Context: an optimization exercise on an open-source flow, tuned for small area, a short achievable clock period and few clock cycles. The choices shown serve that exercise and are no tape-out recipe. Only simulation tests tie the RTL to the original design; equivalence was not proved. Power figures rest on the tool's default switching activity, not on a simulated workload.

==> flow/design.v (excerpt) <==
module cpu_top (
	input  logic                    clk,
	input  logic                    mem_read_ready_stor_reset,
	output cpu_isa_pkg::word_t      prog_addr,
	input  cpu_isa_pkg::word_t      prog_data,
	output logic                    mem_req,
	output logic                    mem_we,
	output cpu_core_pkg::mem_addr_t mem_addr,
	output cpu_isa_pkg::word_t      mem_wdata,
	input  cpu_isa_pkg::word_t      mem_rdata,
	input  logic                    mem_ready,
	output logic                    halted
);
Size in the first run: roughly 2,700 cells after synthesis, about 430 flip-flops, roughly 85 I/O pins, ~24,000 um^2 of cells after synthesis.
==> module cpu_control, before the edit <==
module cpu_control (
	input  logic                    clk,
	input  logic                    mem_read_ready_stor_reset,
	output cpu_isa_pkg::word_t      prog_addr,
	input  cpu_isa_pkg::word_t      prog_data,
	output cpu_isa_pkg::reg_idx_t   ra_idx,
	input  cpu_isa_pkg::word_t      ra_data,
	output cpu_isa_pkg::reg_idx_t   rb_idx,
	input  cpu_isa_pkg::word_t      rb_data,
	output cpu_isa_pkg::reg_idx_t   wr_idx,
	output cpu_isa_pkg::word_t      wr_data,
	output logic                    wr_en,
	output cpu_isa_pkg::insn_u      alu_insn,
	output cpu_isa_pkg::word_t      alu_a,
	output cpu_isa_pkg::word_t      alu_b,
	input  cpu_isa_pkg::word_t      alu_result,
	input  cpu_isa_pkg::word_t      mul_r0,
	input  cpu_isa_pkg::word_t      mul_r1,
	input  cpu_isa_pkg::word_t      mul_r2,
	output cpu_isa_pkg::word_t      mul_r0_q,
	output cpu_isa_pkg::word_t      mul_r1_q,
	output cpu_isa_pkg::word_t      mul_r2_q,
	output logic                    mem_req,
	output logic                    mem_we,
	output cpu_core_pkg::mem_addr_t mem_addr,
	output cpu_isa_pkg::word_t      mem_wdata,
	input  cpu_isa_pkg::word_t      mem_rdata,
	input  logic                    mem_ready,
	output logic                    halted
);
	cpu_isa_pkg::word_t pc_q;
	cpu_isa_pkg::insn_u ir_d;
	cpu_isa_pkg::insn_u ir_x;
	cpu_isa_pkg::word_t opa_q;
	cpu_isa_pkg::word_t opb_q;
	logic req_q;
	logic we_q;
	cpu_core_pkg::mem_addr_t maddr_q;
	cpu_isa_pkg::word_t mwdata_q;
	logic mem_busy;
	logic x_stall;
	logic d_block;
	logic lit_q;
	cpu_isa_pkg::word_t pf_q;
	logic pf_v_q;
	logic f_ok;
	logic f_take;
	logic s0_v;
	cpu_isa_pkg::word_t s0;
	logic s1_v;
	logic halted_q;
	logic mul_ph_q;
	cpu_isa_pkg::word_t r0_q;
	cpu_isa_pkg::word_t r1_q;
	cpu_isa_pkg::word_t r2_q;
	logic mul_wait;
	cpu_isa_pkg::opcode_e d_op;
	cpu_isa_pkg::opcode_e x_op;
	logic d_set;
	logic d_mem;
	logic f_halt;
	logic stall;
	logic cond_hit;
	logic x_wr;
	cpu_isa_pkg::word_t fwd_a;
	cpu_isa_pkg::word_t fwd_b;
	assign d_op = ir_d.fields.op;
	assign x_op = ir_x.fields.op;
	assign d_set = (d_op == cpu_isa_pkg::SET);
	assign d_mem = (d_op == cpu_isa_pkg::MEMR) || (d_op == cpu_isa_pkg::MEMW);
	assign f_halt = !lit_q &&
		((prog_data[3:0] == cpu_isa_pkg::HALT) || (prog_data[3:0] == cpu_isa_pkg::BUS));
	assign f_ok = !f_halt && !halted_q;
	assign s0_v = pf_v_q || f_ok;
	assign s0 = pf_v_q ? pf_q : prog_data;
	assign s1_v = pf_v_q && f_ok;
	assign f_take = f_ok && (!stall || !pf_v_q);
	assign mul_wait = (x_op == cpu_isa_pkg::MUL) && !mul_ph_q;
	assign mem_busy = req_q && !mem_ready;
	assign x_stall = ((x_op == cpu_isa_pkg::MEMR) && !mem_ready) || mul_wait;
	assign d_block = d_mem && mem_busy;
	assign stall = x_stall || d_block;
	assign cond_hit = (x_op == cpu_isa_pkg::MOVNZ) ? (opb_q != '0) : (opb_q == '0);
	always_comb begin
		case (x_op)
			cpu_isa_pkg::HALT, cpu_isa_pkg::BUS, cpu_isa_pkg::MEMW: x_wr = 1'b0;
			cpu_isa_pkg::MOVNZ, cpu_isa_pkg::MOVEZ: x_wr = cond_hit;
			default: x_wr = 1'b1;
		endcase
	end
	assign wr_en = x_wr && !mul_wait;
	assign wr_idx = ir_x.fields.dst;
	assign wr_data = (x_op == cpu_isa_pkg::MEMR) ? mem_rdata : alu_result;
	assign ra_idx = ir_d.fields.src;
	assign rb_idx = ir_d.fields.cond;
	assign fwd_a = (x_wr && ir_x.fields.dst == ir_d.fields.src) ? wr_data : ra_data;
	assign fwd_b = (x_wr && ir_x.fields.dst == ir_d.fields.cond) ? wr_data : rb_data;
	always_ff @(posedge clk) begin
		if (mem_read_ready_stor_reset) begin
			pc_q <= '0;
			ir_d.fields.op <= cpu_isa_pkg::HALT;
			ir_x.fields.op <= cpu_isa_pkg::HALT;
			req_q <= 1'b0;
			lit_q <= 1'b0;
			pf_v_q <= 1'b0;
			halted_q <= 1'b0;
			mul_ph_q <= 1'b0;
		end else begin
			mul_ph_q <= (x_op == cpu_isa_pkg::MUL) && !mul_ph_q;
			if (!x_stall && d_block) begin
				ir_x.fields.op <= cpu_isa_pkg::HALT;
			end
			if (!stall && d_mem) begin
				req_q <= 1'b1;
			end else if (mem_ready) begin
				req_q <= 1'b0;
			end
			if (f_take) begin
				pc_q <= pc_q + 16'd1;
				lit_q <= !lit_q && (prog_data[3:0] == cpu_isa_pkg::SET);
			end
			if (!stall) begin
				ir_x <= ir_d;
				if (d_set) begin
					ir_d[15:4] <= prog_data[15:4];
					ir_d.fields.op <= s1_v ? cpu_isa_pkg::opcode_e'(prog_data[3:0]) : cpu_isa_pkg::HALT;
					pf_v_q <= 1'b0;
				end else begin
					ir_d[15:4] <= s0[15:4];
					ir_d.fields.op <= s0_v ? cpu_isa_pkg::opcode_e'(s0[3:0]) : cpu_isa_pkg::HALT;
					pf_v_q <= s1_v;
				end
				if (f_halt && !pf_v_q && d_op == cpu_isa_pkg::HALT && !mem_busy) begin
					halted_q <= 1'b1;
				end
			end else if (!pf_v_q) begin
				pf_v_q <= f_ok;
			end
		end
	end
	always_ff @(posedge clk) begin
		if (f_take) begin
			pf_q <= prog_data;
		end
	end
	always_ff @(posedge clk) begin
		if (mem_read_ready_stor_reset) begin
			we_q <= 1'b0;
		end else if (!stall && d_mem) begin
			we_q <= (d_op == cpu_isa_pkg::MEMW);
		end
	end
	always_ff @(posedge clk) begin
		if (!stall && d_mem) begin
			maddr_q <= fwd_a[cpu_core_pkg::MEM_ADDR_W-1:0];
			mwdata_q <= fwd_b;
		end
	end
	always_ff @(posedge clk) begin
		opa_q <= d_set ? s0 : fwd_a;
		opb_q <= fwd_b;
	end
	always_ff @(posedge clk) begin
		r0_q <= mul_r0;
		r1_q <= mul_r1;
		r2_q <= mul_r2;
	end
	assign mul_r0_q = r0_q;
	assign mul_r1_q = r1_q;
	assign mul_r2_q = r2_q;
	assign alu_insn = ir_x;
	assign alu_a = opa_q;
	assign alu_b = opb_q;
	assign prog_addr = pc_q;
	assign mem_req = req_q;
	assign mem_we = we_q;
	assign mem_addr = maddr_q;
	assign mem_wdata = mwdata_q;
	assign halted = halted_q;
endmodule
export LEC_CHECK = 0
export ABC_AREA = 1
export CAP_MARGIN = 20
export CORE_MARGIN = 2
export CORE_UTILIZATION = 40
export CTS_CLUSTER_DIAMETER = 100
export CTS_CLUSTER_SIZE = 20
export SLEW_MARGIN = 20
create_clock -name core_clock -period 10.0 [get_ports {clk}]
standard.sh (not shown) runs the stock make flow with config.mk's settings and CLKGATE_MAP_FILE= SYNTH_SCRIPT=/design/flow/synth_recipe.tcl, a recipe that flattens the netlist after the stock synthesis.
==> flow/flow/run.sh <==
#!/bin/bash
# Standard ORFS layout, with repair_timing aiming for extra setup slack and
# plain buffers (instead of delay cells) on the ports
set -euo pipefail
bash standard.sh SETUP_SLACK_MARGIN=6.5 "BUFFER_PORTS_ARGS=-buffer_cell sky130_fd_sc_hd__buf_2" finish > standard_flow.log 2>&1
Testbench counts at the start, summed over its fixed seeds: cycles 11,282.
Rerun with:
--- a/flow/design.v
+++ b/flow/design.v
@@ -816,14 +816,7 @@
 	logic mem_busy;
 	logic x_stall;
 	logic d_block;
-	logic lit_q;
-	cpu_isa_pkg::word_t pf_q;
-	logic pf_v_q;
-	logic f_ok;
-	logic f_take;
-	logic s0_v;
-	cpu_isa_pkg::word_t s0;
-	logic s1_v;
+	logic halt_pend_q;
 	logic halted_q;
 	logic mul_ph_q;
 	cpu_isa_pkg::word_t r0_q;
@@ -844,13 +837,8 @@
 	assign x_op = ir_x.fields.op;
 	assign d_set = (d_op == cpu_isa_pkg::SET);
 	assign d_mem = (d_op == cpu_isa_pkg::MEMR) || (d_op == cpu_isa_pkg::MEMW);
-	assign f_halt = !lit_q &&
+	assign f_halt = !d_set &&
 		((prog_data[3:0] == cpu_isa_pkg::HALT) || (prog_data[3:0] == cpu_isa_pkg::BUS));
-	assign f_ok = !f_halt && !halted_q;
-	assign s0_v = pf_v_q || f_ok;
-	assign s0 = pf_v_q ? pf_q : prog_data;
-	assign s1_v = pf_v_q && f_ok;
-	assign f_take = f_ok && (!stall || !pf_v_q);
 	assign mul_wait = (x_op == cpu_isa_pkg::MUL) && !mul_ph_q;
 	assign mem_busy = req_q && !mem_ready;
 	assign x_stall = ((x_op == cpu_isa_pkg::MEMR) && !mem_ready) || mul_wait;
@@ -877,8 +865,7 @@
 			ir_d.fields.op <= cpu_isa_pkg::HALT;
 			ir_x.fields.op <= cpu_isa_pkg::HALT;
 			req_q <= 1'b0;
-			lit_q <= 1'b0;
-			pf_v_q <= 1'b0;
+			halt_pend_q <= 1'b0;
 			halted_q <= 1'b0;
 			mul_ph_q <= 1'b0;
 		end else begin
@@ -891,35 +878,27 @@
 			end else if (mem_ready) begin
 				req_q <= 1'b0;
 			end
-			if (f_take) begin
-				pc_q <= pc_q + 16'd1;
-				lit_q <= !lit_q && (prog_data[3:0] == cpu_isa_pkg::SET);
-			end
 			if (!stall) begin
 				ir_x <= ir_d;
-				if (d_set) begin
-					ir_d[15:4] <= prog_data[15:4];
-					ir_d.fields.op <= s1_v ? cpu_isa_pkg::opcode_e'(prog_data[3:0]) : cpu_isa_pkg::HALT;
-					pf_v_q <= 1'b0;
+				ir_d[15:4] <= prog_data[15:4];
+				if (d_set || f_halt || halt_pend_q || halted_q) begin
+					ir_d.fields.op <= cpu_isa_pkg::HALT;
 				end else begin
-					ir_d[15:4] <= s0[15:4];
-					ir_d.fields.op <= s0_v ? cpu_isa_pkg::opcode_e'(s0[3:0]) : cpu_isa_pkg::HALT;
-					pf_v_q <= s1_v;
+					ir_d.fields.op <= cpu_isa_pkg::opcode_e'(prog_data[3:0]);
+				end
+				if (!f_halt && !halt_pend_q && !halted_q) begin
+					pc_q <= pc_q + 16'd1;
+				end
+				if (f_halt) begin
+					halt_pend_q <= 1'b1;
 				end
-				if (f_halt && !pf_v_q && d_op == cpu_isa_pkg::HALT && !mem_busy) begin
+				if (halt_pend_q && !mem_busy) begin
 					halted_q <= 1'b1;
 				end
-			end else if (!pf_v_q) begin
-				pf_v_q <= f_ok;
 			end
 		end
 	end
 	always_ff @(posedge clk) begin
-		if (f_take) begin
-			pf_q <= prog_data;
-		end
-	end
-	always_ff @(posedge clk) begin
 		if (mem_read_ready_stor_reset) begin
 			we_q <= 1'b0;
 		end else if (!stall && d_mem) begin
@@ -933,7 +912,7 @@
 		end
 	end
 	always_ff @(posedge clk) begin
-		opa_q <= d_set ? s0 : fwd_a;
+		opa_q <= d_set ? prog_data : fwd_a;
 		opb_q <= fwd_b;
 	end
 	always_ff @(posedge clk) begin
The new run completed without violations; clock-buffer cell count is unchanged; via count went down by a few percent; synthesized cell count went down by a few percent; synthesized area went down by a few percent; critical path depth went down by 1; register-to-register slack is worse by 0.03 ns; setup slack is worse by 0.032 ns; clock skew went down by 0.0030 ns; global-route usage went down by 0.74 points; hold slack is worse by 0.0099 ns; power went down by a little under a tenth.
Testbench counts after the change, summed over its fixed seeds: cycles 11,716.

==> what the ideal ports hide <==
The results above use ideal ports. As a check the final layouts listed here were re-extracted and re-timed, cells and wires unchanged.
Step 1, drivers: a clkbuf_16 drives clk and a buf_2 each remaining input, both assumed.
Step 2 adds t to the input delays and takes it off the output delays; t is the mean of the earliest and latest rising clock arrival at the registers after step 1. Input paths then give back, and output paths get back, about the clock's delay inside the block.
Three values: no drivers, after step 1, after step 2; two values: the first two.
run | shift t [ns] | slack for setup (ns) | worst hold slack (ns) | latest minus earliest clock arrival (ns)
the first run | 0.652 | 6.530 / 6.530 / 6.206 | 0.446 / 0.446 / 0.446 | 0.031 / 0.032
the second run | 0.674 | 6.498 / 6.498 / 6.004 | 0.436 / 0.436 / 0.436 | 0.029 / 0.029
After both steps setup and hold are still met in every run listed. For the second run, which loses most, drivers alone change the setup slack by 0.000 ns; drivers and shift together by -0.494 ns.
